This design comes from an exercise in tuning for small area, a short achievable clock period and few clock cycles per item on the open sky130 flow, not from production work. Only simulation tests tie the RTL to the original design; equivalence was not proved.

--- flow/standard.sh ---
#!/bin/bash
# synth_recipe.tcl (not shown) runs the flow's synth.tcl, then flattens the netlist and writes it again
# the make line also repeats each setting of config.mk as NAME=value (left out here)
make -C /OpenROAD-flow-scripts/flow DESIGN_CONFIG=/design/flow/config.mk WORK_HOME=/design/flow/orfs CLKGATE_MAP_FILE= SYNTH_SCRIPT=/design/flow/synth_recipe.tcl "${@:-finish}"
--- flow/config.mk ---
export PLATFORM = sky130hd
export DESIGN_NAME = hb_interp2
export DESIGN_NICKNAME = hb_interp2
export VERILOG_FILES = /design/flow/design.v
export SDC_FILE = /design/flow/constraint.sdc
export NUM_CORES = 4
export LEC_CHECK = 0
export CAP_MARGIN = 20
export CORE_MARGIN = 2
export CORE_UTILIZATION = 65
export CTS_CLUSTER_DIAMETER = 100
export CTS_CLUSTER_SIZE = 30
export PLACE_DENSITY = 0.75
export SETUP_SLACK_MARGIN = 2.8
export SLEW_MARGIN = 20
--- flow/constraint.sdc ---
create_clock -name core_clock -period 6.0 [get_ports {clk}]
set_input_delay 1.2000 -clock core_clock [delete_from_list [all_inputs] [get_ports {clk}]]
set_output_delay 1.2000 -clock core_clock [all_outputs]
set_load 0.01 [all_outputs]
--- flow/flow/fapol.py ---
#!/usr/bin/env python3
"""Inverter clean-up around full adders in a mapped sky130 netlist.

A full adder is self-dual: FA(~a, ~b, ~c) = (~sum, ~cout). Yosys' adder extraction often
leaves inverters on the inputs and outputs of fa cells. This script gives each fa cell a
flag 'flipped' (its pins then carry the complements of the original values), chooses the
flags greedily to need as few inverters as possible, and rewrites the netlist with the
inverters that are then needed. The logic function of the module is unchanged.
Usage: fapol.py IN.v OUT.v"""
import re, sys
from collections import defaultdict

src = open(sys.argv[1]).read()
inst_re = re.compile(r'^(\s*)(sky130_fd_sc_hd__\w+)\s+(\S+)\s*\((.*?)\);\n', re.S | re.M)
pin_re = re.compile(r'\.(\w+)\(\s*(.*?)\s*\)\s*(?:,|$)', re.S)

insts = []
for m in inst_re.finditer(src):
    pins = [(p, n.strip()) for p, n in pin_re.findall(m.group(4))]
    insts.append(dict(start=m.start(), end=m.end(), cell=m.group(2), name=m.group(3), pins=pins))

OUT_PINS = {"X", "Y", "Q", "Q_N", "SUM", "COUT", "HI", "LO"}
def is_inv(c): return re.match(r"sky130_fd_sc_hd__(clk)?inv_\d+$", c) is not None
def is_fa(c): return re.match(r"sky130_fd_sc_hd__fa_\d+$", c) is not None

driver = {}
loads = defaultdict(list)   # net -> [(inst index, pin)]
for i, it in enumerate(insts):
    for p, n in it["pins"]:
        if p in OUT_PINS: driver[n] = (i, p)
        else: loads[n].append((i, p))

# nets used outside cell pins (ports, assigns) are left as they are
port_nets = set()
hdr = src[:insts[0]["start"]] if insts else src
for m in re.finditer(r'^\s*(input|output)\s+(?:\[(\d+):(\d+)\]\s*)?(\S+?);', src, re.M):
    nm = m.group(4)
    if m.group(2):
        for b in range(int(m.group(3)), int(m.group(2)) + 1):
            port_nets.add(f"{nm}[{b}]")
    port_nets.add(nm)

inv_idx = [i for i, it in enumerate(insts) if it["cell"] == "sky130_fd_sc_hd__inv_1"]
fa_idx = [i for i, it in enumerate(insts) if is_fa(it["cell"])]

# managed inverters: inv_1 whose output is not a port net
managed = set()
for i in inv_idx:
    pins = dict(insts[i]["pins"])
    if pins["Y"] in port_nets or pins["A"] in port_nets and False:
        continue
    managed.add(i)

def base_of(net):
    """follow managed inverters back: returns (base net, parity)"""
    k = 0
    seen = 0
    while net in driver and driver[net][0] in managed and seen < 8:
        net = dict(insts[driver[net][0]]["pins"])["A"]
        k ^= 1; seen += 1
    return net, k

# consumers: every non-managed-inverter input pin; record its base and parity
cons = []   # (inst, pin, base, parity)
for i, it in enumerate(insts):
    if i in managed: continue
    for p, n in it["pins"]:
        if p in OUT_PINS: continue
        b, k = base_of(n)
        cons.append((i, p, b, k))
# port outputs driven through managed inverters also count as consumers
for n in port_nets:
    if n in driver and driver[n][0] in managed:
        pass  # excluded above (managed excludes inverters driving ports)

fa_set = set(fa_idx)
flip = defaultdict(int)
def drv_flip(b):
    d = driver.get(b)
    return flip[d[0]] if d and d[0] in fa_set else 0
by_base = defaultdict(list)
for c in cons: by_base[c[2]].append(c)
def need(c):
    i, p, b, k = c
    return k ^ drv_flip(b) ^ (flip[i] if i in fa_set else 0)
def base_cost(b):
    s = set(need(c) for c in by_base[b])
    return 1 if 1 in s else 0
# bases touched by an fa (as driver or consumer)
fa_bases = defaultdict(set)
for c in cons:
    if c[0] in fa_set: fa_bases[c[0]].add(c[2])
for i in fa_idx:
    for p, n in insts[i]["pins"]:
        if p in OUT_PINS: fa_bases[i].add(n)

before = sum(base_cost(b) for b in by_base)
for it_ in range(20):
    changed = 0
    for i in fa_idx:
        bs = fa_bases[i]
        c0 = sum(base_cost(b) for b in bs)
        flip[i] ^= 1
        c1 = sum(base_cost(b) for b in bs)
        if c1 < c0: changed += 1
        else: flip[i] ^= 1
    if not changed: break
after = sum(base_cost(b) for b in by_base)
sys.stderr.write(f"fapol: {len(managed)} inverters managed; needed before {before}, after {after}; "
                 f"{sum(flip.values())} of {len(fa_idx)} fa flipped\n")

# rewrite: drop managed inverters, reconnect consumers to base or to a new inverter
newinv = {}
new_wires = []
def inv_of(b):
    if b not in newinv:
        w = f"_fapol_{len(newinv)}_"
        newinv[b] = w
        new_wires.append(w)
    return newinv[b]
repl = {}   # (inst, pin) -> net
for c in cons:
    i, p, b, k = c
    repl[(i, p)] = inv_of(b) if need(c) else b

def esc(n):
    return n + " " if n.startswith("\\") else n
out = []
pos = 0
for i, it in enumerate(insts):
    out.append(src[pos:it["start"]])
    pos = it["end"]
    if i in managed:
        continue
    pins = []
    for p, n in it["pins"]:
        pins.append((p, repl.get((i, p), n)))
    body = ",\n".join(f"    .{p}({esc(n)})" for p, n in pins)
    out.append(f"  {it['cell']} {it['name']} (\n{body}\n  );\n")
rest = src[pos:]
# new inverters before endmodule
invs = "".join(f"  sky130_fd_sc_hd__inv_1 _fapol_inv_{j}_ (\n    .A({esc(b)}),\n    .Y({w})\n  );\n"
               for j, (b, w) in enumerate(newinv.items()))
rest = rest.replace("endmodule", invs + "endmodule", 1)
text = "".join(out) + rest
# declare new wires after the module header's first wire declaration
decl = "".join(f"  wire {w};\n" for w in new_wires)
text = re.sub(r'(\n\s*wire )', "\n" + decl.rstrip("\n") + r'\1', text, count=1)
open(sys.argv[2], "w").write(text)
--- flow/design.v ---
module hb_interp2 #(
    parameter int unsigned DW   = 16,
    parameter int unsigned ACCW = 36
) (
    input  logic                 clk,
    input  logic                 reset,
    input  logic signed [DW-1:0] x_in,
    input  logic                 x_in_valid,
    output logic                 x_in_ready,
    output logic signed [DW-1:0] y_out,
    output logic                 y_out_valid
);
    logic ph, ph_a, ph_b, ph_c, sa, sb, v1, v2, v3, v4, v5, v6, yv;
    logic [15:0] xr;
    logic [7:0] ra[14], rb[14];
    logic [7:0] pa[14];
    logic [10:0] q0;
    logic [8:0] q1;
    logic [8:0] q2;
    logic [8:0] q3;
    logic [8:0] q4;
    logic [8:0] q5;
    logic [11:0] q6;
    logic [8:0] s0, s1, s2, s3, s4, s5, s6;
    logic [23:0] ta, tb, tc, za, zb, z;
    logic [17:0] zr;
    logic [15:0] o3, y, bsel, asat;
    logic acc;
    assign x_in_ready  = ph;
    assign y_out       = y;
    assign y_out_valid = yv;
    assign acc         = x_in_valid & ph;
    always_ff @(posedge clk or posedge reset) begin
        if (reset) begin
            ph <= 1'b0; ph_a <= 1'b0; ph_b <= 1'b0; ph_c <= 1'b0;
            sa <= 1'b0; sb <= 1'b0; v1 <= 1'b0; v2 <= 1'b0; v3 <= 1'b0;
            v4 <= 1'b0; v5 <= 1'b0; v6 <= 1'b0; yv <= 1'b0;
        end else begin
            ph <= ~ph; ph_a <= ~ph_a; ph_b <= ~ph_b; ph_c <= ~ph_c;
            sa <= acc;
            sb <= ~acc;
            v1 <= sa; v2 <= v1; v3 <= v2; v4 <= v3; v5 <= v4; v6 <= v5;
            yv <= v5 | v6;
        end
    end
    always_ff @(posedge clk) begin
        xr <= x_in;
        ra[0] <= ({8{sa}} & xr[7:0]) | ({8{sb}} & rb[0]);
        rb[0] <= ({8{sa}} & xr[15:8]) | ({8{sb}} & ra[0]);
        for (int k = 1; k < 14; k++) begin
            ra[k] <= ({8{sa}} & rb[k-1]) | ({8{sb}} & rb[k]);
            rb[k] <= ({8{sa}} & ra[k-1]) | ({8{sb}} & ra[k]);
        end
    end
    always_comb begin
        for (int k = 0; k < 14; k++) pa[k] = {ra[k][7] ^ ~ph_a, ra[k][6:0]};
        s0 = {1'b0, pa[0]} + {1'b0, pa[13]};
        s1 = {1'b0, pa[1]} + {1'b0, pa[12]};
        s2 = {1'b0, pa[2]} + {1'b0, pa[11]};
        s3 = {1'b0, pa[3]} + {1'b0, pa[10]};
        s4 = {1'b0, pa[4]} + {1'b0, pa[9]};
        s5 = {1'b0, pa[5]} + {1'b0, pa[8]};
        s6 = {1'b0, pa[6]} + {1'b0, pa[7]};
    end
    always_ff @(posedge clk) begin
        q0 <= {2'b0, s0} + {s0, 1'b0};
        q1 <= s1;
        q2 <= s2;
        q3 <= s3;
        q4 <= s4;
        q5 <= s5;
        q6 <= {3'b0, s6} + {s6, 2'b0};
    end
    wire ts1, tc2, ts3, tc4, ts5, tc6, ts7, tc8, ts9, tc10, ts11, tc12, tn13, ts14, tc15, tn16;
    wire ts17, tc18, ts19, tc20, ts21, tc22, ts23, tc24, ts25, tc26, ts27, tc28, ts29, tc30, ts31, tc32;
    wire ts33, tc34, ts35, tc36, tn37, ts38, tc39, ts40, tc41, tn42, ts43, tc44, tn45, ts46, tc47, tn48;
    wire ts49, tc50, ts51, tc52, ts53, tc54, ts55, tc56, ts57, tc58, ts59, tc60, ts61, tc62, tn63, ts64;
    wire tc65, tn66, ts67, tc68, tn69, ts70, tc71, ts72, tc73, ts74, tc75, ts76, tc77, ts78, tc79, ts80;
    wire tc81, ts82, tc83, ts84, tc85, ts86, tc87, ts88, tc89, tn90, ts91, tc92, tn93, ts94, tc95, tn96;
    wire ts97, tc98, ts99, tc100, ts101, tc102, ts103, tc104, ts105, tc106, ts107, tc108, ts109, tc110, ts111, tc112;
    wire ts113, tc114, ts115, tc116, ts117, tc118, tn119, ts120, tc121, tn122, ts123, tc124, ts125, tc126, tn127, ts128;
    wire tc129, ts130, tc131, ts132, tc133, ts134, tc135, ts136, tc137, ts138, tc139, ts140, tc141, ts142, tc143, ts144;
    wire tc145, ts146, tc147, ts148, tc149, ts150, tc151, ts152, tc153, ts154, tc155, tn156, ts157, tc158, tn159, ts160;
    wire tc161, tn162, ts163, tc164, ts165, tc166, ts167, tc168, ts169, tc170, ts171, tc172, ts173, tc174, ts175, tc176;
    wire ts177, tc178, ts179, tc180, ts181, tc182, tn183, ts184, tc185, tn186, ts187, tc188, tn189, ts190, tc191, tn192;
    wire ts193, tc194, tn195, ts196, tc197, ts198, tc199, ts200, tc201, ts202, tc203, ts204, tc205, ts206, tc207, ts208;
    wire tc209, ts210, tc211, tn212, ts213, tc214, ts215, tc216, ts217, tc218, ts219, tc220, ts221, tc222, tn223, ts224;
    wire tc225, tn226, ts227, tc228, tn229, ts230, tc231, ts232, tc233, ts234, tc235, ts236, tc237, ts238, tc239, ts240;
    wire tc241, ts242, tc243, ts244, tc245, tn246, ts247, tc248, ts249, tc250, tn251, ts252, tc253, ts254, tc255, tn256;
    wire ts257, tc258, tn259, ts260, tc261, tn262, ts263, tc264, tn265, ts266, tc267, ts268, tc269, ts270, tc271, ts272;
    wire tc273, tn274, ts275, tc276, ts277, tc278, ts279, tc280, tn281, ts282, tc283, ts284, tc285, tn286, ts287, tc288;
    wire tn289, ts290, tc291, tn292, ts293, tc294, tn295, ts296, tc297, ts298, tc299, ts300, tc301, ts302, tc303, tn304;
    wire ts305, tc306, tn307, ts308, tc309, ts310, tc311, tn312, ts313, tc314, ts315, tc316, tn317, ts318, tc319, tn320;
    wire ts321, tc322, ts323, tc324, ts325, tc326, ts327, tc328, ts329, tc330, ts331, tc332, ts333, tc334, tn335, ts336;
    wire tc337, ts338, tc339, tn340, ts341, tc342, ts343, tc344, ts345, tc346, ts347, tc348, ts349, tc350, ts351, tc352;
    wire tn353, ts354, tc355, tn356, ts357, tc358, ts359, tc360, tn361, ts362, tc363, ts364, tc365, ts366, tc367, tn368;
    wire ts369, tc370, tn371, ts372, tc373, tn374, ts375, tc376, ts377, tc378, ts379, tc380, ts381, tc382, tn383, ts384;
    wire tc385, tn386, ts387, tc388, tn389, ts390, tc391, ts392, tc393, tn394, ts395, tc396, ts397, tc398, tn399, ts400;
    wire tc401;
    assign ts1 = q0[0] ^ q2[0] ^ q6[0];
    assign tc2 = (q0[0] & q2[0]) | (q0[0] & q6[0]) | (q2[0] & q6[0]);
    assign ts3 = q1[1] ^ q3[0] ^ q4[0];
    assign tc4 = (q1[1] & q3[0]) | (q1[1] & q4[0]) | (q3[0] & q4[0]);
    assign ts5 = q0[1] ^ q2[1] ^ q6[1];
    assign tc6 = (q0[1] & q2[1]) | (q0[1] & q6[1]) | (q2[1] & q6[1]);
    assign ts7 = q5[1] ^ tc2;
    assign tc8 = ~q5[1] & tc2;
    assign ts9 = q1[2] ^ q3[1] ^ q4[1];
    assign tc10 = (q1[2] & q3[1]) | (q1[2] & q4[1]) | (q3[1] & q4[1]);
    assign ts11 = q0[2] ^ q2[2] ^ q2[0];
    assign tc12 = (q0[2] & q2[2]) | (q0[2] & q2[0]) | (q2[2] & q2[0]);
    assign tn13 = ~q5[2];
    assign ts14 = q6[2] ^ tn13 ^ tc6;
    assign tc15 = (q6[2] & tn13) | (q6[2] & tc6) | (tn13 & tc6);
    assign tn16 = ~ts11;
    assign ts17 = tc4 ^ tn16 ^ ts9;
    assign tc18 = (tc4 & tn16) | (tc4 & ts9) | (tn16 & ts9);
    assign ts19 = q1[3] ^ q3[2] ^ q3[0];
    assign tc20 = (q1[3] & q3[2]) | (q1[3] & q3[0]) | (q3[2] & q3[0]);
    assign ts21 = q4[2] ^ q4[0] ^ q5[3];
    assign tc22 = (q4[2] & q4[0]) | (q4[2] & q5[3]) | (q4[0] & q5[3]);
    assign ts23 = q0[3] ^ q1[0] ^ q2[3];
    assign tc24 = (q0[3] & q1[0]) | (q0[3] & q2[3]) | (q1[0] & q2[3]);
    assign ts25 = q2[1] ^ q6[3] ^ tc12;
    assign tc26 = (q2[1] & q6[3]) | (q2[1] & tc12) | (q6[3] & tc12);
    assign ts27 = tc10 ^ ts19 ^ ts21;
    assign tc28 = (tc10 & ts19) | (tc10 & ts21) | (ts19 & ts21);
    assign ts29 = ts23 ^ tc15 ^ ts25;
    assign tc30 = (ts23 & tc15) | (ts23 & ts25) | (tc15 & ts25);
    assign ts31 = q1[4] ^ q2[0] ^ q3[3];
    assign tc32 = (q1[4] & q2[0]) | (q1[4] & q3[3]) | (q2[0] & q3[3]);
    assign ts33 = q3[1] ^ q4[3] ^ q4[1];
    assign tc34 = (q3[1] & q4[3]) | (q3[1] & q4[1]) | (q4[3] & q4[1]);
    assign ts35 = q0[4] ^ q1[1] ^ q2[4];
    assign tc36 = (q0[4] & q1[1]) | (q0[4] & q2[4]) | (q1[1] & q2[4]);
    assign tn37 = ~q5[4];
    assign ts38 = q2[2] ^ q6[4] ^ tn37;
    assign tc39 = (q2[2] & q6[4]) | (q2[2] & tn37) | (q6[4] & tn37);
    assign ts40 = q6[0] ^ tc20 ^ tc22;
    assign tc41 = (q6[0] & tc20) | (q6[0] & tc22) | (tc20 & tc22);
    assign tn42 = ~ts31;
    assign ts43 = tc24 ^ ts35 ^ tn42;
    assign tc44 = (tc24 & ts35) | (tc24 & tn42) | (ts35 & tn42);
    assign tn45 = ~ts33;
    assign ts46 = tn45 ^ ts38 ^ tc26;
    assign tc47 = (tn45 & ts38) | (tn45 & tc26) | (ts38 & tc26);
    assign tn48 = ~ts43;
    assign ts49 = tc28 ^ ts40 ^ tn48;
    assign tc50 = (tc28 & ts40) | (tc28 & tn48) | (ts40 & tn48);
    assign ts51 = q1[5] ^ q1[0] ^ q2[1];
    assign tc52 = (q1[5] & q1[0]) | (q1[5] & q2[1]) | (q1[0] & q2[1]);
    assign ts53 = q3[4] ^ q3[2] ^ q4[4];
    assign tc54 = (q3[4] & q3[2]) | (q3[4] & q4[4]) | (q3[2] & q4[4]);
    assign ts55 = q4[2] ^ q5[5] ^ q6[1];
    assign tc56 = (q4[2] & q5[5]) | (q4[2] & q6[1]) | (q5[5] & q6[1]);
    assign ts57 = q0[5] ^ q1[2] ^ q2[5];
    assign tc58 = (q0[5] & q1[2]) | (q0[5] & q2[5]) | (q1[2] & q2[5]);
    assign ts59 = q2[3] ^ q6[5] ^ tc36;
    assign tc60 = (q2[3] & q6[5]) | (q2[3] & tc36) | (q6[5] & tc36);
    assign ts61 = tc32 ^ tc34 ^ ts51;
    assign tc62 = (tc32 & tc34) | (tc32 & ts51) | (tc34 & ts51);
    assign tn63 = ~ts53;
    assign ts64 = tc39 ^ ts57 ^ tn63;
    assign tc65 = (tc39 & ts57) | (tc39 & tn63) | (ts57 & tn63);
    assign tn66 = ~ts59;
    assign ts67 = ts55 ^ tc41 ^ tn66;
    assign tc68 = (ts55 & tc41) | (ts55 & tn66) | (tc41 & tn66);
    assign tn69 = ~ts61;
    assign ts70 = tc44 ^ tn69 ^ ts64;
    assign tc71 = (tc44 & tn69) | (tc44 & ts64) | (tn69 & ts64);
    assign ts72 = tc47 ^ ts67;
    assign tc73 = tc47 & ~ts67;
    assign ts74 = q1[6] ^ q1[1] ^ q2[2];
    assign tc75 = (q1[6] & q1[1]) | (q1[6] & q2[2]) | (q1[1] & q2[2]);
    assign ts76 = q3[5] ^ q3[3] ^ q4[5];
    assign tc77 = (q3[5] & q3[3]) | (q3[5] & q4[5]) | (q3[3] & q4[5]);
    assign ts78 = q4[3] ^ q5[6] ^ q6[2];
    assign tc79 = (q4[3] & q5[6]) | (q4[3] & q6[2]) | (q5[6] & q6[2]);
    assign ts80 = q0[6] ^ q1[3] ^ q2[6];
    assign tc81 = (q0[6] & q1[3]) | (q0[6] & q2[6]) | (q1[3] & q2[6]);
    assign ts82 = q2[4] ^ q4[0] ^ q5[0];
    assign tc83 = (q2[4] & q4[0]) | (q2[4] & q5[0]) | (q4[0] & q5[0]);
    assign ts84 = tc52 ^ tc54 ^ tc56;
    assign tc85 = (tc52 & tc54) | (tc52 & tc56) | (tc54 & tc56);
    assign ts86 = ts74 ^ ts76 ^ ts78;
    assign tc87 = (ts74 & ts76) | (ts74 & ts78) | (ts76 & ts78);
    assign ts88 = q6[6] ^ tc58 ^ ts80;
    assign tc89 = (q6[6] & tc58) | (q6[6] & ts80) | (tc58 & ts80);
    assign tn90 = ~tc62;
    assign ts91 = ts82 ^ tc60 ^ tn90;
    assign tc92 = (ts82 & tc60) | (ts82 & tn90) | (tc60 & tn90);
    assign tn93 = ~ts84;
    assign ts94 = tn93 ^ tc65 ^ ts88;
    assign tc95 = (tn93 & tc65) | (tn93 & ts88) | (tc65 & ts88);
    assign tn96 = ~ts91;
    assign ts97 = ts86 ^ tc68 ^ tn96;
    assign tc98 = (ts86 & tc68) | (ts86 & tn96) | (tc68 & tn96);
    assign ts99 = tc71 ^ ts94;
    assign tc100 = tc71 & ts94;
    assign ts101 = q1[7] ^ q1[2] ^ q2[3];
    assign tc102 = (q1[7] & q1[2]) | (q1[7] & q2[3]) | (q1[2] & q2[3]);
    assign ts103 = q3[6] ^ q3[4] ^ q4[6];
    assign tc104 = (q3[6] & q3[4]) | (q3[6] & q4[6]) | (q3[4] & q4[6]);
    assign ts105 = q4[4] ^ q5[7] ^ q6[3];
    assign tc106 = (q4[4] & q5[7]) | (q4[4] & q6[3]) | (q5[7] & q6[3]);
    assign ts107 = q0[7] ^ q1[4] ^ q2[7];
    assign tc108 = (q0[7] & q1[4]) | (q0[7] & q2[7]) | (q1[4] & q2[7]);
    assign ts109 = q2[5] ^ q2[0] ^ q3[0];
    assign tc110 = (q2[5] & q2[0]) | (q2[5] & q3[0]) | (q2[0] & q3[0]);
    assign ts111 = q4[1] ^ q5[1] ^ q6[7];
    assign tc112 = (q4[1] & q5[1]) | (q4[1] & q6[7]) | (q5[1] & q6[7]);
    assign ts113 = tc75 ^ tc77 ^ tc79;
    assign tc114 = (tc75 & tc77) | (tc75 & tc79) | (tc77 & tc79);
    assign ts115 = ts101 ^ ts103 ^ ts105;
    assign tc116 = (ts101 & ts103) | (ts101 & ts105) | (ts103 & ts105);
    assign ts117 = tc81 ^ tc83 ^ ts107;
    assign tc118 = (tc81 & tc83) | (tc81 & ts107) | (tc83 & ts107);
    assign tn119 = ~tc85;
    assign ts120 = ts109 ^ ts111 ^ tn119;
    assign tc121 = (ts109 & ts111) | (ts109 & tn119) | (ts111 & tn119);
    assign tn122 = ~tc89;
    assign ts123 = tn122 ^ tc87 ^ ts113;
    assign tc124 = (tn122 & tc87) | (tn122 & ts113) | (tc87 & ts113);
    assign ts125 = ts117 ^ tc92 ^ ts120;
    assign tc126 = (ts117 & tc92) | (ts117 & ts120) | (tc92 & ts120);
    assign tn127 = ~tc95;
    assign ts128 = ts115 ^ tn127 ^ ts123;
    assign tc129 = (ts115 & tn127) | (ts115 & ts123) | (tn127 & ts123);
    assign ts130 = tc100 ^ ts125;
    assign tc131 = tc100 & ts125;
    assign ts132 = q1[8] ^ q1[3] ^ q2[4];
    assign tc133 = (q1[8] & q1[3]) | (q1[8] & q2[4]) | (q1[3] & q2[4]);
    assign ts134 = q3[7] ^ q3[5] ^ q4[7];
    assign tc135 = (q3[7] & q3[5]) | (q3[7] & q4[7]) | (q3[5] & q4[7]);
    assign ts136 = q4[5] ^ q5[8] ^ q6[4];
    assign tc137 = (q4[5] & q5[8]) | (q4[5] & q6[4]) | (q5[8] & q6[4]);
    assign ts138 = q0[8] ^ q1[5] ^ q2[8];
    assign tc139 = (q0[8] & q1[5]) | (q0[8] & q2[8]) | (q1[5] & q2[8]);
    assign ts140 = q2[6] ^ q2[1] ^ q3[1];
    assign tc141 = (q2[6] & q2[1]) | (q2[6] & q3[1]) | (q2[1] & q3[1]);
    assign ts142 = q4[2] ^ q5[2] ^ q5[0];
    assign tc143 = (q4[2] & q5[2]) | (q4[2] & q5[0]) | (q5[2] & q5[0]);
    assign ts144 = tc102 ^ tc104 ^ tc106;
    assign tc145 = (tc102 & tc104) | (tc102 & tc106) | (tc104 & tc106);
    assign ts146 = q6[8] ^ tc108 ^ tc110;
    assign tc147 = (q6[8] & tc108) | (q6[8] & tc110) | (tc108 & tc110);
    assign ts148 = ts132 ^ ts134 ^ ts136;
    assign tc149 = (ts132 & ts134) | (ts132 & ts136) | (ts134 & ts136);
    assign ts150 = tc112 ^ ts138 ^ ts140;
    assign tc151 = (tc112 & ts138) | (tc112 & ts140) | (ts138 & ts140);
    assign ts152 = tc114 ^ tc116 ^ ts144;
    assign tc153 = (tc114 & tc116) | (tc114 & ts144) | (tc116 & ts144);
    assign ts154 = ts142 ^ tc118 ^ ts146;
    assign tc155 = (ts142 & tc118) | (ts142 & ts146) | (tc118 & ts146);
    assign tn156 = ~ts148;
    assign ts157 = ts150 ^ tn156 ^ tc121;
    assign tc158 = (ts150 & tn156) | (ts150 & tc121) | (tn156 & tc121);
    assign tn159 = ~ts154;
    assign ts160 = tc124 ^ tn159 ^ ts152;
    assign tc161 = (tc124 & tn159) | (tc124 & ts152) | (tn159 & ts152);
    assign tn162 = ~tc129;
    assign ts163 = tc126 ^ ts157 ^ tn162;
    assign tc164 = (tc126 & ts157) | (tc126 & tn162) | (ts157 & tn162);
    assign ts165 = q1[4] ^ q2[5] ^ q3[8];
    assign tc166 = (q1[4] & q2[5]) | (q1[4] & q3[8]) | (q2[5] & q3[8]);
    assign ts167 = q3[6] ^ q3[0] ^ q4[8];
    assign tc168 = (q3[6] & q3[0]) | (q3[6] & q4[8]) | (q3[0] & q4[8]);
    assign ts169 = q0[9] ^ q1[6] ^ q2[7];
    assign tc170 = (q0[9] & q1[6]) | (q0[9] & q2[7]) | (q1[6] & q2[7]);
    assign ts171 = q2[2] ^ q3[2] ^ q4[3];
    assign tc172 = (q2[2] & q3[2]) | (q2[2] & q4[3]) | (q3[2] & q4[3]);
    assign ts173 = q5[3] ^ q5[1] ^ q6[9];
    assign tc174 = (q5[3] & q5[1]) | (q5[3] & q6[9]) | (q5[1] & q6[9]);
    assign ts175 = q4[6] ^ q6[5] ^ tc133;
    assign tc176 = (q4[6] & q6[5]) | (q4[6] & tc133) | (q6[5] & tc133);
    assign ts177 = tc139 ^ tc141 ^ tc143;
    assign tc178 = (tc139 & tc141) | (tc139 & tc143) | (tc141 & tc143);
    assign ts179 = tc135 ^ tc137 ^ ts165;
    assign tc180 = (tc135 & tc137) | (tc135 & ts165) | (tc137 & ts165);
    assign ts181 = ts169 ^ ts171 ^ ts173;
    assign tc182 = (ts169 & ts171) | (ts169 & ts173) | (ts171 & ts173);
    assign tn183 = ~tc147;
    assign ts184 = ts167 ^ tn183 ^ tc145;
    assign tc185 = (ts167 & tn183) | (ts167 & tc145) | (tn183 & tc145);
    assign tn186 = ~tc149;
    assign ts187 = tc151 ^ ts177 ^ tn186;
    assign tc188 = (tc151 & ts177) | (tc151 & tn186) | (ts177 & tn186);
    assign tn189 = ~ts181;
    assign ts190 = ts175 ^ tn189 ^ ts179;
    assign tc191 = (ts175 & tn189) | (ts175 & ts179) | (tn189 & ts179);
    assign tn192 = ~tc155;
    assign ts193 = tn192 ^ tc153 ^ ts184;
    assign tc194 = (tn192 & tc153) | (tn192 & ts184) | (tc153 & ts184);
    assign tn195 = ~ts190;
    assign ts196 = ts187 ^ tn195 ^ tc158;
    assign tc197 = (ts187 & tn195) | (ts187 & tc158) | (tn195 & tc158);
    assign ts198 = tc161 ^ ts193;
    assign tc199 = tc161 | ts193;
    assign ts200 = q1[5] ^ q2[6] ^ q3[7];
    assign tc201 = (q1[5] & q2[6]) | (q1[5] & q3[7]) | (q2[6] & q3[7]);
    assign ts202 = q3[1] ^ q4[7] ^ q6[6];
    assign tc203 = (q3[1] & q4[7]) | (q3[1] & q6[6]) | (q4[7] & q6[6]);
    assign ts204 = q0[10] ^ q1[7] ^ q2[8];
    assign tc205 = (q0[10] & q1[7]) | (q0[10] & q2[8]) | (q1[7] & q2[8]);
    assign ts206 = q2[3] ^ q3[3] ^ q4[4];
    assign tc207 = (q2[3] & q3[3]) | (q2[3] & q4[4]) | (q3[3] & q4[4]);
    assign ts208 = q4[0] ^ q5[4] ^ q5[2];
    assign tc209 = (q4[0] & q5[4]) | (q4[0] & q5[2]) | (q5[4] & q5[2]);
    assign ts210 = q5[0] ^ q6[10] ^ tc170;
    assign tc211 = (q5[0] & q6[10]) | (q5[0] & tc170) | (q6[10] & tc170);
    assign tn212 = ~tc166;
    assign ts213 = tc172 ^ tc174 ^ tn212;
    assign tc214 = (tc172 & tc174) | (tc172 & tn212) | (tc174 & tn212);
    assign ts215 = tc168 ^ ts200 ^ ts202;
    assign tc216 = (tc168 & ts200) | (tc168 & ts202) | (ts200 & ts202);
    assign ts217 = ts204 ^ ts206 ^ ts208;
    assign tc218 = (ts204 & ts206) | (ts204 & ts208) | (ts206 & ts208);
    assign ts219 = tc178 ^ tc182 ^ ts210;
    assign tc220 = (tc178 & tc182) | (tc178 & ts210) | (tc182 & ts210);
    assign ts221 = tc176 ^ tc180 ^ ts215;
    assign tc222 = (tc176 & tc180) | (tc176 & ts215) | (tc180 & ts215);
    assign tn223 = ~tc185;
    assign ts224 = ts213 ^ ts217 ^ tn223;
    assign tc225 = (ts213 & ts217) | (ts213 & tn223) | (ts217 & tn223);
    assign tn226 = ~tc191;
    assign ts227 = tc188 ^ ts219 ^ tn226;
    assign tc228 = (tc188 & ts219) | (tc188 & tn226) | (ts219 & tn226);
    assign tn229 = ~ts224;
    assign ts230 = ts221 ^ tn229 ^ tc194;
    assign tc231 = (ts221 & tn229) | (ts221 & tc194) | (tn229 & tc194);
    assign ts232 = ts227 ^ tc199;
    assign tc233 = ts227 & ~tc199;
    assign ts234 = q1[6] ^ q2[7] ^ q3[8];
    assign tc235 = (q1[6] & q2[7]) | (q1[6] & q3[8]) | (q2[7] & q3[8]);
    assign ts236 = q3[2] ^ q4[8] ^ q6[7];
    assign tc237 = (q3[2] & q4[8]) | (q3[2] & q6[7]) | (q4[8] & q6[7]);
    assign ts238 = q1[8] ^ q2[4] ^ q3[4];
    assign tc239 = (q1[8] & q2[4]) | (q1[8] & q3[4]) | (q2[4] & q3[4]);
    assign ts240 = q4[5] ^ q4[1] ^ q5[5];
    assign tc241 = (q4[5] & q4[1]) | (q4[5] & q5[5]) | (q4[1] & q5[5]);
    assign ts242 = q5[3] ^ q5[1] ^ q6[11];
    assign tc243 = (q5[3] & q5[1]) | (q5[3] & q6[11]) | (q5[1] & q6[11]);
    assign ts244 = q6[0] ^ tc205 ^ tc207;
    assign tc245 = (q6[0] & tc205) | (q6[0] & tc207) | (tc205 & tc207);
    assign tn246 = ~tc209;
    assign ts247 = tn246 ^ tc201 ^ tc203;
    assign tc248 = (tn246 & tc201) | (tn246 & tc203) | (tc201 & tc203);
    assign ts249 = ts238 ^ ts240 ^ ts242;
    assign tc250 = (ts238 & ts240) | (ts238 & ts242) | (ts240 & ts242);
    assign tn251 = ~tc211;
    assign ts252 = ts234 ^ ts236 ^ tn251;
    assign tc253 = (ts234 & ts236) | (ts234 & tn251) | (ts236 & tn251);
    assign ts254 = tc214 ^ tc218 ^ ts244;
    assign tc255 = (tc214 & tc218) | (tc214 & ts244) | (tc218 & ts244);
    assign tn256 = ~ts249;
    assign ts257 = tc216 ^ ts247 ^ tn256;
    assign tc258 = (tc216 & ts247) | (tc216 & tn256) | (ts247 & tn256);
    assign tn259 = ~ts252;
    assign ts260 = tc220 ^ tn259 ^ ts254;
    assign tc261 = (tc220 & tn259) | (tc220 & ts254) | (tn259 & ts254);
    assign tn262 = ~tc225;
    assign ts263 = tc222 ^ ts257 ^ tn262;
    assign tc264 = (tc222 & ts257) | (tc222 & tn262) | (ts257 & tn262);
    assign tn265 = ~tc231;
    assign ts266 = tc228 ^ ts260 ^ tn265;
    assign tc267 = (tc228 & ts260) | (tc228 & tn265) | (ts260 & tn265);
    assign ts268 = q1[7] ^ q2[8] ^ q3[3];
    assign tc269 = (q1[7] & q2[8]) | (q1[7] & q3[3]) | (q2[8] & q3[3]);
    assign ts270 = q2[5] ^ q3[5] ^ q4[6];
    assign tc271 = (q2[5] & q3[5]) | (q2[5] & q4[6]) | (q3[5] & q4[6]);
    assign ts272 = q4[2] ^ q5[6] ^ q5[4];
    assign tc273 = (q4[2] & q5[6]) | (q4[2] & q5[4]) | (q5[6] & q5[4]);
    assign tn274 = ~q5[0];
    assign ts275 = q5[2] ^ q6[1] ^ tn274;
    assign tc276 = (q5[2] & q6[1]) | (q5[2] & tn274) | (q6[1] & tn274);
    assign ts277 = q6[8] ^ tc235 ^ tc237;
    assign tc278 = (q6[8] & tc235) | (q6[8] & tc237) | (tc235 & tc237);
    assign ts279 = tc239 ^ tc241 ^ tc243;
    assign tc280 = (tc239 & tc241) | (tc239 & tc243) | (tc241 & tc243);
    assign tn281 = ~ts268;
    assign ts282 = ts270 ^ ts272 ^ tn281;
    assign tc283 = (ts270 & ts272) | (ts270 & tn281) | (ts272 & tn281);
    assign ts284 = ts275 ^ tc245 ^ tc250;
    assign tc285 = (ts275 & tc245) | (ts275 & tc250) | (tc245 & tc250);
    assign tn286 = ~ts279;
    assign ts287 = tc248 ^ tn286 ^ ts277;
    assign tc288 = (tc248 & tn286) | (tc248 & ts277) | (tn286 & ts277);
    assign tn289 = ~tc253;
    assign ts290 = ts282 ^ tn289 ^ tc255;
    assign tc291 = (ts282 & tn289) | (ts282 & tc255) | (tn289 & tc255);
    assign tn292 = ~ts284;
    assign ts293 = tn292 ^ tc258 ^ ts287;
    assign tc294 = (tn292 & tc258) | (tn292 & ts287) | (tc258 & ts287);
    assign tn295 = ~ts293;
    assign ts296 = tc261 ^ ts290 ^ tn295;
    assign tc297 = (tc261 & ts290) | (tc261 & tn295) | (ts290 & tn295);
    assign ts298 = q1[8] ^ q3[4] ^ q5[1];
    assign tc299 = (q1[8] & q3[4]) | (q1[8] & q5[1]) | (q3[4] & q5[1]);
    assign ts300 = q2[6] ^ q3[6] ^ q4[7];
    assign tc301 = (q2[6] & q3[6]) | (q2[6] & q4[7]) | (q3[6] & q4[7]);
    assign ts302 = q4[3] ^ q5[7] ^ q5[5];
    assign tc303 = (q4[3] & q5[7]) | (q4[3] & q5[5]) | (q5[7] & q5[5]);
    assign tn304 = ~q6[9];
    assign ts305 = q5[3] ^ q6[2] ^ tn304;
    assign tc306 = (q5[3] & q6[2]) | (q5[3] & tn304) | (q6[2] & tn304);
    assign tn307 = ~tc269;
    assign ts308 = tc271 ^ tc273 ^ tn307;
    assign tc309 = (tc271 & tc273) | (tc271 & tn307) | (tc273 & tn307);
    assign ts310 = tc276 ^ ts300 ^ ts302;
    assign tc311 = (tc276 & ts300) | (tc276 & ts302) | (ts300 & ts302);
    assign tn312 = ~ts298;
    assign ts313 = tn312 ^ ts305 ^ tc280;
    assign tc314 = (tn312 & ts305) | (tn312 & tc280) | (ts305 & tc280);
    assign ts315 = tc283 ^ ts308 ^ ts310;
    assign tc316 = (tc283 & ts308) | (tc283 & ts310) | (ts308 & ts310);
    assign tn317 = ~tc278;
    assign ts318 = tn317 ^ tc285 ^ ts313;
    assign tc319 = (tn317 & tc285) | (tn317 & ts313) | (tc285 & ts313);
    assign tn320 = ~tc288;
    assign ts321 = tn320 ^ ts315 ^ tc291;
    assign tc322 = (tn320 & ts315) | (tn320 & tc291) | (ts315 & tc291);
    assign ts323 = ts318 ^ tc294;
    assign tc324 = ts318 & ~tc294;
    assign ts325 = q3[5] ^ q5[2] ^ q6[10];
    assign tc326 = (q3[5] & q5[2]) | (q3[5] & q6[10]) | (q5[2] & q6[10]);
    assign ts327 = q2[7] ^ q3[7] ^ q4[8];
    assign tc328 = (q2[7] & q3[7]) | (q2[7] & q4[8]) | (q3[7] & q4[8]);
    assign ts329 = q4[4] ^ q5[8] ^ q5[6];
    assign tc330 = (q4[4] & q5[8]) | (q4[4] & q5[6]) | (q5[8] & q5[6]);
    assign ts331 = q5[4] ^ q6[3] ^ tc301;
    assign tc332 = (q5[4] & q6[3]) | (q5[4] & tc301) | (q6[3] & tc301);
    assign ts333 = tc303 ^ tc306 ^ ts327;
    assign tc334 = (tc303 & tc306) | (tc303 & ts327) | (tc306 & ts327);
    assign tn335 = ~ts329;
    assign ts336 = tc299 ^ tn335 ^ ts325;
    assign tc337 = (tc299 & tn335) | (tc299 & ts325) | (tn335 & ts325);
    assign ts338 = tc309 ^ tc311 ^ ts331;
    assign tc339 = (tc309 & tc311) | (tc309 & ts331) | (tc311 & ts331);
    assign tn340 = ~ts336;
    assign ts341 = ts333 ^ tn340 ^ tc314;
    assign tc342 = (ts333 & tn340) | (ts333 & tc314) | (tn340 & tc314);
    assign ts343 = tc316 ^ ts338 ^ tc319;
    assign tc344 = (tc316 & ts338) | (tc316 & tc319) | (ts338 & tc319);
    assign ts345 = ts341 ^ tc324;
    assign tc346 = ts341 & tc324;
    assign ts347 = q3[6] ^ q5[3] ^ q6[11];
    assign tc348 = (q3[6] & q5[3]) | (q3[6] & q6[11]) | (q5[3] & q6[11]);
    assign ts349 = q2[8] ^ q3[8] ^ q4[5];
    assign tc350 = (q2[8] & q3[8]) | (q2[8] & q4[5]) | (q3[8] & q4[5]);
    assign ts351 = q5[7] ^ q5[5] ^ q6[4];
    assign tc352 = (q5[7] & q5[5]) | (q5[7] & q6[4]) | (q5[5] & q6[4]);
    assign tn353 = ~tc326;
    assign ts354 = tc328 ^ tc330 ^ tn353;
    assign tc355 = (tc328 & tc330) | (tc328 & tn353) | (tc330 & tn353);
    assign tn356 = ~ts347;
    assign ts357 = ts349 ^ ts351 ^ tn356;
    assign tc358 = (ts349 & ts351) | (ts349 & tn356) | (ts351 & tn356);
    assign ts359 = tc332 ^ tc334 ^ ts354;
    assign tc360 = (tc332 & tc334) | (tc332 & ts354) | (tc334 & ts354);
    assign tn361 = ~tc337;
    assign ts362 = tn361 ^ ts357 ^ tc339;
    assign tc363 = (tn361 & ts357) | (tn361 & tc339) | (ts357 & tc339);
    assign ts364 = ts359 ^ tc342 ^ ts362;
    assign tc365 = (ts359 & tc342) | (ts359 & ts362) | (tc342 & ts362);
    assign ts366 = q4[6] ^ q5[8] ^ q5[6];
    assign tc367 = (q4[6] & q5[8]) | (q4[6] & q5[6]) | (q5[8] & q5[6]);
    assign tn368 = ~q6[5];
    assign ts369 = tn368 ^ q3[7] ^ q5[4];
    assign tc370 = (tn368 & q3[7]) | (tn368 & q5[4]) | (q3[7] & q5[4]);
    assign tn371 = ~tc348;
    assign ts372 = tc350 ^ tc352 ^ tn371;
    assign tc373 = (tc350 & tc352) | (tc350 & tn371) | (tc352 & tn371);
    assign tn374 = ~ts369;
    assign ts375 = ts366 ^ tn374 ^ tc355;
    assign tc376 = (ts366 & tn374) | (ts366 & tc355) | (tn374 & tc355);
    assign ts377 = tc358 ^ ts372 ^ tc360;
    assign tc378 = (tc358 & ts372) | (tc358 & tc360) | (ts372 & tc360);
    assign ts379 = ts375 ^ tc363;
    assign tc380 = ts375 & tc363;
    assign ts381 = q4[7] ^ q5[7] ^ q6[6];
    assign tc382 = (q4[7] & q5[7]) | (q4[7] & q6[6]) | (q5[7] & q6[6]);
    assign tn383 = ~tc367;
    assign ts384 = q3[8] ^ q5[5] ^ tn383;
    assign tc385 = (q3[8] & q5[5]) | (q3[8] & tn383) | (q5[5] & tn383);
    assign tn386 = ~tc370;
    assign ts387 = tn386 ^ ts381 ^ tc373;
    assign tc388 = (tn386 & ts381) | (tn386 & tc373) | (ts381 & tc373);
    assign tn389 = ~ts384;
    assign ts390 = tn389 ^ tc376 ^ ts387;
    assign tc391 = (tn389 & tc376) | (tn389 & ts387) | (tc376 & ts387);
    assign ts392 = q4[8] ^ q5[8] ^ q6[7];
    assign tc393 = (q4[8] & q5[8]) | (q4[8] & q6[7]) | (q5[8] & q6[7]);
    assign tn394 = ~q5[6];
    assign ts395 = tn394 ^ tc382 ^ ts392;
    assign tc396 = (tn394 & tc382) | (tn394 & ts392) | (tc382 & ts392);
    assign ts397 = tc385 ^ ts395;
    assign tc398 = ~tc385 & ts395;
    assign tn399 = ~q5[7];
    assign ts400 = q6[8] ^ tn399 ^ tc393;
    assign tc401 = (q6[8] & tn399) | (q6[8] & tc393) | (tn399 & tc393);
    always_ff @(posedge clk) begin
        ta <= {1'b1, q6[11], q6[10], q5[8], tc396, tc388, tc378, ts377, tc344, tc322, ts321, tc264, ts263, tc197, ts196, ts160, tc98, tc73, tc50, tc30, tc18, tc8, ts5, q1[0]};
        tb <= {1'b1, 1'b1, 1'b1, q6[9], tc398, tc391, tc380, tc365, tc346, ts343, tc297, tc267, tc233, ts230, tc164, tc131, ts128, ts97, ts70, ts46, ts27, ts14, ts3, q5[0]};
        tc <= {1'b1, 1'b1, 1'b1, tc401, ts400, ts397, ts390, ts379, ts364, ts345, ts323, ts296, ts266, ts232, ts198, ts163, ts130, ts99, ts72, ts49, ts29, ts17, ts7, ts1};
    end
    assign o3 = ph_b ? 16'hdc56 : zr[17:2];
    wire un1, us2, uc3, un4, us5, uc6, us7, uc8, un9, us10, uc11, un12, us13, uc14, un15, us16;
    wire uc17, un18, us19, uc20, un21, us22, uc23, un24, us25, uc26, un27, us28, uc29, un30, us31, uc32;
    wire un33, us34, uc35, un36, us37, uc38, un39, us40, uc41, un42, us43, uc44, un45, us46, uc47, un48;
    wire us49, uc50, us51, uc52, us53, uc54, un55, us56, uc57, un58, us59, uc60, un61, us62, uc63, un64;
    wire us65, uc66, un67, us68, uc69, us70, uc71, un72, us73, uc74, us75, uc76, us77, uc78, us79, uc80;
    wire us81, uc82, us83, uc84, us85, uc86, us87, uc88, us89, uc90, un91, us92, uc93, un94, us95, uc96;
    wire us97, uc98, us99, uc100, us101, uc102, un103, us104, uc105, us106, uc107, us108, uc109, us110, uc111;
    assign un1 = ~tc[0];
    assign us2 = un1 ^ ta[0] ^ tb[0];
    assign uc3 = (un1 & ta[0]) | (un1 & tb[0]) | (ta[0] & tb[0]);
    assign un4 = ~ta[1];
    assign us5 = un4 ^ tb[1] ^ tc[1];
    assign uc6 = (un4 & tb[1]) | (un4 & tc[1]) | (tb[1] & tc[1]);
    assign us7 = o3[1] ^ uc3;
    assign uc8 = o3[1] & ~uc3;
    assign un9 = ~tc[2];
    assign us10 = ta[2] ^ tb[2] ^ un9;
    assign uc11 = (ta[2] & tb[2]) | (ta[2] & un9) | (tb[2] & un9);
    assign un12 = ~uc6;
    assign us13 = o3[2] ^ un12 ^ us10;
    assign uc14 = (o3[2] & un12) | (o3[2] & us10) | (un12 & us10);
    assign un15 = ~tc[3];
    assign us16 = un15 ^ ta[3] ^ tb[3];
    assign uc17 = (un15 & ta[3]) | (un15 & tb[3]) | (ta[3] & tb[3]);
    assign un18 = ~us16;
    assign us19 = o3[3] ^ uc11 ^ un18;
    assign uc20 = (o3[3] & uc11) | (o3[3] & un18) | (uc11 & un18);
    assign un21 = ~tc[4];
    assign us22 = ta[4] ^ tb[4] ^ un21;
    assign uc23 = (ta[4] & tb[4]) | (ta[4] & un21) | (tb[4] & un21);
    assign un24 = ~uc17;
    assign us25 = o3[4] ^ un24 ^ us22;
    assign uc26 = (o3[4] & un24) | (o3[4] & us22) | (un24 & us22);
    assign un27 = ~tb[5];
    assign us28 = un27 ^ ta[5] ^ tc[5];
    assign uc29 = (un27 & ta[5]) | (un27 & tc[5]) | (ta[5] & tc[5]);
    assign un30 = ~us28;
    assign us31 = o3[5] ^ uc23 ^ un30;
    assign uc32 = (o3[5] & uc23) | (o3[5] & un30) | (uc23 & un30);
    assign un33 = ~tb[6];
    assign us34 = ta[6] ^ tc[6] ^ un33;
    assign uc35 = (ta[6] & tc[6]) | (ta[6] & un33) | (tc[6] & un33);
    assign un36 = ~uc29;
    assign us37 = o3[6] ^ un36 ^ us34;
    assign uc38 = (o3[6] & un36) | (o3[6] & us34) | (un36 & us34);
    assign un39 = ~tc[7];
    assign us40 = un39 ^ ta[7] ^ tb[7];
    assign uc41 = (un39 & ta[7]) | (un39 & tb[7]) | (ta[7] & tb[7]);
    assign un42 = ~us40;
    assign us43 = o3[7] ^ uc35 ^ un42;
    assign uc44 = (o3[7] & uc35) | (o3[7] & un42) | (uc35 & un42);
    assign un45 = ~ta[8];
    assign us46 = tb[8] ^ tc[8] ^ un45;
    assign uc47 = (tb[8] & tc[8]) | (tb[8] & un45) | (tc[8] & un45);
    assign un48 = ~uc41;
    assign us49 = o3[8] ^ un48 ^ us46;
    assign uc50 = (o3[8] & un48) | (o3[8] & us46) | (un48 & us46);
    assign us51 = ta[9] ^ tb[9] ^ tc[9];
    assign uc52 = (ta[9] & tb[9]) | (ta[9] & tc[9]) | (tb[9] & tc[9]);
    assign us53 = o3[9] ^ uc47 ^ us51;
    assign uc54 = (o3[9] & uc47) | (o3[9] & us51) | (uc47 & us51);
    assign un55 = ~ta[10];
    assign us56 = un55 ^ tb[10] ^ tc[10];
    assign uc57 = (un55 & tb[10]) | (un55 & tc[10]) | (tb[10] & tc[10]);
    assign un58 = ~us56;
    assign us59 = uc52 ^ o3[10] ^ un58;
    assign uc60 = (uc52 & o3[10]) | (uc52 & un58) | (o3[10] & un58);
    assign un61 = ~ta[11];
    assign us62 = tb[11] ^ tc[11] ^ un61;
    assign uc63 = (tb[11] & tc[11]) | (tb[11] & un61) | (tc[11] & un61);
    assign un64 = ~uc57;
    assign us65 = o3[11] ^ un64 ^ us62;
    assign uc66 = (o3[11] & un64) | (o3[11] & us62) | (un64 & us62);
    assign un67 = ~ta[12];
    assign us68 = tb[12] ^ tc[12] ^ un67;
    assign uc69 = (tb[12] & tc[12]) | (tb[12] & un67) | (tc[12] & un67);
    assign us70 = o3[12] ^ uc63 ^ us68;
    assign uc71 = (o3[12] & uc63) | (o3[12] & us68) | (uc63 & us68);
    assign un72 = ~tc[13];
    assign us73 = ta[13] ^ tb[13] ^ un72;
    assign uc74 = (ta[13] & tb[13]) | (ta[13] & un72) | (tb[13] & un72);
    assign us75 = o3[13] ^ uc69 ^ us73;
    assign uc76 = (o3[13] & uc69) | (o3[13] & us73) | (uc69 & us73);
    assign us77 = ta[14] ^ tb[14] ^ tc[14];
    assign uc78 = (ta[14] & tb[14]) | (ta[14] & tc[14]) | (tb[14] & tc[14]);
    assign us79 = o3[14] ^ uc74 ^ us77;
    assign uc80 = (o3[14] & uc74) | (o3[14] & us77) | (uc74 & us77);
    assign us81 = ta[15] ^ tb[15] ^ tc[15];
    assign uc82 = (ta[15] & tb[15]) | (ta[15] & tc[15]) | (tb[15] & tc[15]);
    assign us83 = uc78 ^ o3[15] ^ us81;
    assign uc84 = (uc78 & o3[15]) | (uc78 & us81) | (o3[15] & us81);
    assign us85 = ta[16] ^ tb[16] ^ tc[16];
    assign uc86 = (ta[16] & tb[16]) | (ta[16] & tc[16]) | (tb[16] & tc[16]);
    assign us87 = uc82 ^ ph_b ^ us85;
    assign uc88 = (uc82 & ph_b) | (uc82 & us85) | (ph_b & us85);
    assign us89 = ta[17] ^ tb[17] ^ tc[17];
    assign uc90 = (ta[17] & tb[17]) | (ta[17] & tc[17]) | (tb[17] & tc[17]);
    assign un91 = ~ph_b;
    assign us92 = uc86 ^ un91 ^ us89;
    assign uc93 = (uc86 & un91) | (uc86 & us89) | (un91 & us89);
    assign un94 = ~tc[18];
    assign us95 = ta[18] ^ tb[18] ^ un94;
    assign uc96 = (ta[18] & tb[18]) | (ta[18] & un94) | (tb[18] & un94);
    assign us97 = uc90 ^ us95;
    assign uc98 = uc90 & us95;
    assign us99 = ta[19] ^ tb[19] ^ tc[19];
    assign uc100 = (ta[19] & tb[19]) | (ta[19] & tc[19]) | (tb[19] & tc[19]);
    assign us101 = un91 ^ uc96 ^ us99;
    assign uc102 = (un91 & uc96) | (un91 & us99) | (uc96 & us99);
    assign un103 = ~ta[20];
    assign us104 = tb[20] ^ tc[20] ^ un103;
    assign uc105 = (tb[20] & tc[20]) | (tb[20] & un103) | (tc[20] & un103);
    assign us106 = uc100 ^ un91 ^ us104;
    assign uc107 = (uc100 & un91) | (uc100 & us104) | (un91 & us104);
    assign us108 = 1'b1 ^ ta[21] ^ uc105;
    assign uc109 = (1'b1 & ta[21]) | (1'b1 & uc105) | (ta[21] & uc105);
    assign us110 = ta[22] ^ ph_b;
    assign uc111 = ta[22] & ph_b;
    assign za = {~ph_b, uc109, uc107, uc102, uc98, uc93, uc88, uc84, uc80, uc76, uc71, uc66, uc60, uc54, uc50, uc44, uc38, uc32, uc26, uc20, uc14, uc8, ~us5, o3[0]};
    assign zb = {uc111, us110, us108, us106, us101, us97, us92, us87, us83, us79, us75, us70, us65, us59, us53, us49, us43, us37, us31, us25, us19, us13, ~us7, ~us2};
    assign z = za + zb;
    always_ff @(posedge clk) begin
        zr <= z[23:6];
    end
    always_comb begin
        if (zr[16] != zr[15]) asat = zr[16] ? 16'h8000 : 16'h7fff;
        else                  asat = zr[15:0];
        if (v2 & v4)      bsel = {ra[8], rb[8]};
        else if (v2 | v4) bsel = {ra[7], rb[7]};
        else              bsel = {ra[6], rb[6]};
    end
    always_ff @(posedge clk) begin
        y <= ph_c ? asat : bsel;
    end
endmodule
--- flow/flow/run.sh ---
#!/bin/bash
# Standard ORFS flow, with one netlist clean-up between synthesis and floorplan:
# flow/fapol.py removes inverters around full-adder cells (logic unchanged).
set -euo pipefail
R=orfs/results/sky130hd/hb_interp2/base
bash standard.sh synth > synth.log 2>&1
cp $R/1_2_yosys.v $R/1_2_yosys.std.v
python3 flow/fapol.py $R/1_2_yosys.std.v $R/1_2_yosys.v > fapol.log 2>&1
touch $R/1_2_yosys.v
bash standard.sh finish > finish.log 2>&1
==> summary.md <==
| Metric | Value |
|---|---|
| Vias per cell | 5.95 |
| Hold Violations, Final | 0 |
| Worst Tran Pin Value | 1.07 ns |
| Global-route usage over all layers | 0.302 |
| Layout cell share with drive strength beyond 1 | 0.0959 |
| CP Max Fanout | 5 |
| Crit Path Class | register to register |
| Initial antenna violation count | 3 |
| Clock buffer depth | 3 |
| Slew Limit Fails | 0 |
| DR pass1 iterations | 5 |
| Final Wtd Congestion | 0.944 |
| Layout Skew | ~0.023 ns |
| # DRC | 0 |
| Max_slew headroom | 0.288 |
| Layout fillers | 2077 |
| Width of the die | 178 um |
| HP Class | register to register |
| Period utilisation layout | 0.541 |
| Clock-pin slew of the registers on the worst-case setup and hold paths | 0.11 ns |
| Synth warn | 4 |
| Die Y | 178 um |
| CTS Buf Count | 18 |
| ANT nets after route | 0 |
| Maxcap violations | 0 |
| Post-synthesis cell count | 1630 |
| Nets | 1971 |
| Crit path DAT | 3.72 ns |
| Ports | 37 |
| Syn Nets | 1961 |
| Core ar. | 0.0298 sq mm |
| Fmax | ~0.31 GHz |
| Remaining Overflow, GRT | 0 |
| Global-route wire length before repair | 71.5 mm |
| Vias | 12.1k |
| Fin Setup TNS | 0 ns |
| Number of global-route vias before repair | 12.5k |
| Placed cell areas | 0.0204 sq mm |
| RSZ-0062 raised after global routing | true |
| Diode count | 0 |
| Clock Latency Late Sink | 0.55 ns |
| Clock sink count | 420 |
| Row cnt | 63 |
| Largest net degree at the start of global routing | ~230 |
| Status | no timing/DRC/antenna violations |
| TritonCTS clock tree | yes |
| Mean area per synthesized cell | between 10 and 15 sq um |
| P&R area growth vs syn | 8.60% |
| Initial core utilization | 0.662 |
| Post-DP HPWL | 36.1 mm |
| Final instance area | between 0.02 and 0.025 sq mm |
| Crit path required time | 6.47 ns |
| Detailed router's first-iteration violation count | around 790 |
| Port Buffers | 36 |
| Crit. End Element | register |
| Htree depth | 1 |
| Clock period minus worst slack | around 3.2 ns |
| Cell area after synthesis | 0.0197 sq mm |
| Worst Setup Start Kind | register |
| Mean routed wirelength per cell | approximately 23 um |
| Root Driver | clkbuf_16 |
| Final setup viols | 0 |
| Die area | 0.0318 sq mm |
| Detailed-route wire length | 46.2 mm |
worst max-delay path, stage by stage (launching register included):
cell,delay (ns)
dfxtp_2,0.34
fa_1,0.50
fa_1,0.60
ha_4,0.23
and4_1,0.20
nor2b_4,0.13
nor3_4,0.28
buf_4,0.17
buf_6,0.09
buf_6,0.09
o21ai_4,0.08
o41ai_2,0.26
xor2_1,0.20
cell usage in the layout, fill, tap and decap left out, drive strengths merged, types with 3 or more instances in the layout:
cell	n
inv	155
ha	102
a21oi	50
nor3	6
or3	3
o21ai	54
clkbuf	23
a221oi	6
dfrtp	13
a22o	224
fa	210
nand2b	17
mux2i	16
a21o	28
nor2b	6
o211ai	6
maj3	11
a211oi	14
clkdlybuf4s50	36
buf	24
or2	9
xor2	25
nand2	55
nand3	3
mux2	14
and3	7
and2	5
xnor2	46
nor2	28
clkinv	4
dfxtp	407
nand4	3
o21bai	16
flip-flops by register name, indices dropped and copies added (netlist names), 9 cells and up:
name,count
tc,21
q5,9
q3,9
ra,112
y,16
zr,18
xr,16
q2,9
q6,12
rb,112
tb,21
q0,11
q1,9
ta,23
q4,9
area by class of cell:
cell class,count,area (sq um),share of cell area
well taps,390,488,0.0228
multi-input cells,984,10700,0.500
clock buffers,23,469,0.0219
repair buffers,60,581,0.0271
inverters,156,592,0.0276
clock inverters,4,57.6,0.00269
flip-flops and latches,420,8540,0.398
path summary, 6_finish.rpt:
kind | from | end | slack, ns | cells past startpoint
max | tc[8] | zr[17] | 2.75 | 12
min | v3 | v4 | 0.36 | 0
max reg2reg | tc[8] | zr[17] | 2.75 | 12
min reg2reg | v3 | v4 | 0.36 | 0
max in group asynchronous | reset | sb | 4.45 | 2
min in group asynchronous | reset | v1 | 1.04 | 2
layer usage:
metal,track usage,part of all wire
met3,0.0273,0.044
met4,0.0932,0.036
met2,0.522,0.50
met1,0.407,0.42
met5,0,0
what timing repair did:
item | CTS | global route
resized for setup | 33 | 71
pin swaps | 17 | 22
endpoints found under the setup margin | 14 | 23
cloned | 0 | 0
setup buffers | 9 | 10
hold buffers | 0 | 0
metrics by stage:
step	hold WS (ns)	cells	utilization	setup WS (ns)
after CTS	0.363	2026	0.709	2.73
after global routing	0.375	2037	0.719	2.67
after global placement	0.332	1990	0.684	2.50
after floorplan	0.331	1630	-	2.82
final	0.361	2037	0.719	2.75
after detailed placement	0.336	1990	0.684	2.44
Testbench counts, summed over its fixed seeds: cycles 4,144, samples 2,048.

-- static timing again, ports no longer ideal --
The flow's constraints put no driver on any port. The routed layout listed below was extracted and timed again, unchanged, in two steps. Step 1, drivers: a clkbuf_16 drives clk and a buf_2 each remaining input, both assumed. Step 2 adds t to the input delays and takes it off the output delays; t is the mean of the earliest and latest rising clock arrival at the registers after step 1. Input paths then give back, and output paths get back, about the clock's delay inside the block. Three values: no drivers, after step 1, after step 2; two values: the first two.
t (ns): 0.588
setup WS [ns]: 2.752 / 2.752 / 2.752
hold slack, ns: 0.361 / 0.361 / 0.361
worst setup path at the end: register to register
After both steps this run still meets setup and hold. The setup slack of this run moves by 0.000 ns with the drivers and by 0.000 ns with both steps.
